Background: an optimization exercise with open tools, aiming at small area and a short achievable clock period. Do not read the settings as production practice.
Only simulation tests tie the RTL to the original design; equivalence was not proved.
Power figures rest on the tool's default switching activity, not on a simulated workload.

## frame_tx_top
module frame_tx_top (
	input  logic        clk,
	input  logic        rst_n,
	input  logic        start,
	input  logic [47:0]   mac_dst_addr,
	input  logic [47:0]   mac_src_addr,
	input  logic [7:0]  ip_dsf,
	input  logic [15:0]       ip_id,
	input  logic [2:0]  ip_flags,
	input  logic [12:0] ip_frag_offset,
	input  logic [7:0]  ip_ttl,
	input  logic [31:0]    ip_src_addr,
	input  logic [31:0]    ip_dst_addr,
	input  logic [15:0]       tcp_src_port,
	input  logic [15:0]       tcp_dst_port,
	input  logic [31:0]    tcp_seq_num,
	input  logic [31:0]    tcp_ack_num,
	input  logic [5:0]  tcp_flags,
	input  logic [15:0]       tcp_window,
	input  logic [15:0]       tcp_urgent_ptr,
	input  logic [15:0]        payload_len,
	input  logic [15:0]       payload_sum,
	output logic [31:0]       data_out,
	output logic [1:0]         be_out,
	output logic        data_out_rdy,
	input  logic        data_out_rd,
	output logic        sop,
	output logic        eop,
	input  logic [31:0]       data_in,
	output logic        data_in_rd,
	output logic        busy
);
==> flow/config.mk <==
export PLATFORM = sky130hd
export DESIGN_NAME = frame_tx_top
export DESIGN_NICKNAME = frame_tx_top
export VERILOG_FILES = /design/flow/design.v
export SDC_FILE = /design/flow/constraint.sdc
export NUM_CORES = 4
export LEC_CHECK = 0
export CAP_MARGIN = 20
export CORE_MARGIN = 2
export CORE_UTILIZATION = 40
export SLEW_MARGIN = 20
export SYNTH_HIERARCHICAL = 1
==> flow/constraint.sdc <==
create_clock -name core_clock -period 10.0 [get_ports {clk}]
set_input_delay 2.0000 -clock core_clock [delete_from_list [all_inputs] [get_ports {clk}]]
set_output_delay 2.0000 -clock core_clock [all_outputs]
set_load 0.01 [all_outputs]
standard.sh (not shown) runs the stock make flow with config.mk's settings and CLKGATE_MAP_FILE= SYNTH_SCRIPT=/design/flow/synth_recipe.tcl, a recipe that flattens the netlist after the stock synthesis.
==> flow/flow/run.sh <==
#!/bin/bash
set -euo pipefail
export BUFFER_PORTS_ARGS="-buffer_cell sky130_fd_sc_hd__buf_1"
export SETUP_SLACK_MARGIN=5.5
export CTS_ARGS="-sink_clustering_enable -repair_clock_nets -buf_list sky130_fd_sc_hd__clkbuf_16 -sink_clustering_size 25 -sink_clustering_max_diameter 100"
bash standard.sh > standard_flow.log 2>&1
The starting point went through all stages and came out clean.
Rerun with:
Settings changed: CORE_UTILIZATION 40 to 50, PLACE_DENSITY set to 0.7, TNS_END_PERCENT set to 10.
Result: Total power drops by about 0.6%. Worst hold slack gets better by 32 ps. Combinational power came out lower by about 2%. Design area falls by about 1.7%. Die area falls by 20%. Setup slack gets worse by 77 ps. Sequential share of layout area increases by 0.95 points.

* * *

Another version of the RTL of frame_tx_top (not shown whole).
Size: roughly 410 flip-flops.
Design frame_tx_top, start of the top module:
module frame_tx_top (
	input  logic        clk,
	input  logic        rst_n,
	input  logic        start,
	input  logic [47:0]   mac_dst_addr,
	input  logic [47:0]   mac_src_addr,
	input  logic [7:0]  ip_dsf,
	input  logic [15:0]       ip_id,
	input  logic [2:0]  ip_flags,
	input  logic [12:0] ip_frag_offset,
	input  logic [7:0]  ip_ttl,
	input  logic [31:0]    ip_src_addr,
	input  logic [31:0]    ip_dst_addr,
	input  logic [15:0]       tcp_src_port,
	input  logic [15:0]       tcp_dst_port,
	input  logic [31:0]    tcp_seq_num,
	input  logic [31:0]    tcp_ack_num,
	input  logic [5:0]  tcp_flags,
	input  logic [15:0]       tcp_window,
	input  logic [15:0]       tcp_urgent_ptr,
	input  logic [15:0]        payload_len,
	input  logic [15:0]       payload_sum,
	output logic [31:0]       data_out,
	output logic [1:0]         be_out,
	output logic        data_out_rdy,
	input  logic        data_out_rd,
	output logic        sop,
	output logic        eop,
	input  logic [31:0]       data_in,
	output logic        data_in_rd,
	output logic        busy
);
==> flow/config.mk <==
export PLATFORM = sky130hd
export DESIGN_NAME = frame_tx_top
export DESIGN_NICKNAME = frame_tx_top
export VERILOG_FILES = /design/flow/design.v
export SDC_FILE = /design/flow/constraint.sdc
export NUM_CORES = 4
export LEC_CHECK = 0
export CAP_MARGIN = 20
export CORE_MARGIN = 2
export CORE_UTILIZATION = 50
export PLACE_DENSITY = 0.7
export SLEW_MARGIN = 20
export SYNTH_HIERARCHICAL = 1
==> flow/constraint.sdc <==
create_clock -name core_clock -period 10.0 [get_ports {clk}]
set_input_delay 2.0000 -clock core_clock [delete_from_list [all_inputs] [get_ports {clk}]]
set_output_delay 2.0000 -clock core_clock [all_outputs]
set_load 0.01 [all_outputs]
==> flow/flow/run.sh <==
#!/bin/bash
set -euo pipefail
export BUFFER_PORTS_ARGS="-buffer_cell sky130_fd_sc_hd__buf_1"
export SETUP_SLACK_MARGIN=5.4
export CTS_ARGS="-sink_clustering_enable -repair_clock_nets -buf_list sky130_fd_sc_hd__clkbuf_16 -sink_clustering_size 30 -sink_clustering_max_diameter 120"
bash standard.sh > standard_flow.log 2>&1
Change:
==> flow/flow/run.sh (replaced) <==
#!/bin/bash
# Standard layout (standard.sh), with the port buffers made from the smallest
# buffer cell and larger clock-tree leaf clusters.
set -euo pipefail
export BUFFER_PORTS_ARGS="-buffer_cell sky130_fd_sc_hd__buf_1"
export SETUP_SLACK_MARGIN=5.3
export CTS_ARGS="-sink_clustering_enable -repair_clock_nets -buf_list sky130_fd_sc_hd__clkbuf_16 -sink_clustering_size 25 -sink_clustering_max_diameter 100"
bash standard.sh > standard_flow.log 2>&1
=> Register-to-register slack is worse by 70 ps. Power increases by a few percent. Synthesized area is unchanged. Via count barely changes. Fmax decreases by a few percent. Routed wire length is about the same. Die area is unchanged. Setup slack is worse by 100 ps. Count of clock-buffer cells in the layout increases by 4. Sequential share of layout area decreases by 0.15 points. Utilization increases by 0.14 points.
Change:
==> flow/flow/run.sh (replaced) <==
#!/bin/bash
set -euo pipefail
export BUFFER_PORTS_ARGS="-buffer_cell sky130_fd_sc_hd__buf_1"
export SETUP_SLACK_MARGIN=5.5
export CTS_ARGS="-sink_clustering_enable -repair_clock_nets -buf_list sky130_fd_sc_hd__clkbuf_16 -sink_clustering_size 25 -sink_clustering_max_diameter 100"
bash standard.sh > standard_flow.log 2>&1
Count of clock-buffer cells in the layout came out higher by 1. Worst setup slack improves by 200 ps. Die area stays the same.
Change:
==> flow/flow/run.sh (replaced) <==
#!/bin/bash
set -euo pipefail
export BUFFER_PORTS_ARGS="-buffer_cell sky130_fd_sc_hd__buf_1"
export SETUP_SLACK_MARGIN=5.3
export CTS_ARGS="-sink_clustering_enable -repair_clock_nets -buf_list sky130_fd_sc_hd__clkbuf_16 -sink_clustering_size 25 -sink_clustering_max_diameter 100"
bash standard.sh > standard_flow.log 2>&1
The changed run passed the timing, design-rule and antenna checks.
Flip-flop and latch count stays the same.
Design area is lower slightly.
Global-route usage is lower by 0.27 points.
First-iteration DRC count fell by roughly a tenth.
Utilization came out lower by 0.71 points.
Power goes down slightly.

==> separate check: timing with driven ports <==
No port has a modelled driver above. Below, the same layouts with a new extraction and two added sets of constraints.
Step 1 assumes that a clkbuf_16 drives the clock port and a buf_2 every other input.
Step 2 also shifts input and output timing later by t, the mid clock arrival at the registers, as if the neighbouring blocks saw the same clock.
Three values: ideal, step 1, step 2; two values: the first two.
run	shift t [ns]	slack for setup (ns)	worst data-port slew with drivers (ns)
the first run of note 1	0.605	5.529 / 5.503 / 5.412	0.10
the second run of note 1	0.597	5.452 / 5.431 / 5.140	0.09
the first run of note 2	0.581	5.427 / 5.395 / 5.225	0.11
the second run of note 2	0.588	5.327 / 5.295 / 5.237	0.11
the third run of note 2	0.598	5.529 / 5.474 / 5.294	0.09
the fourth run of note 2	0.588	5.327 / 5.295 / 5.237	0.11
After both steps setup and hold are still met in every run listed. The setup slack of the second run of note 1, which loses most, moves by -0.021 ns with the drivers and by -0.312 ns with both steps.
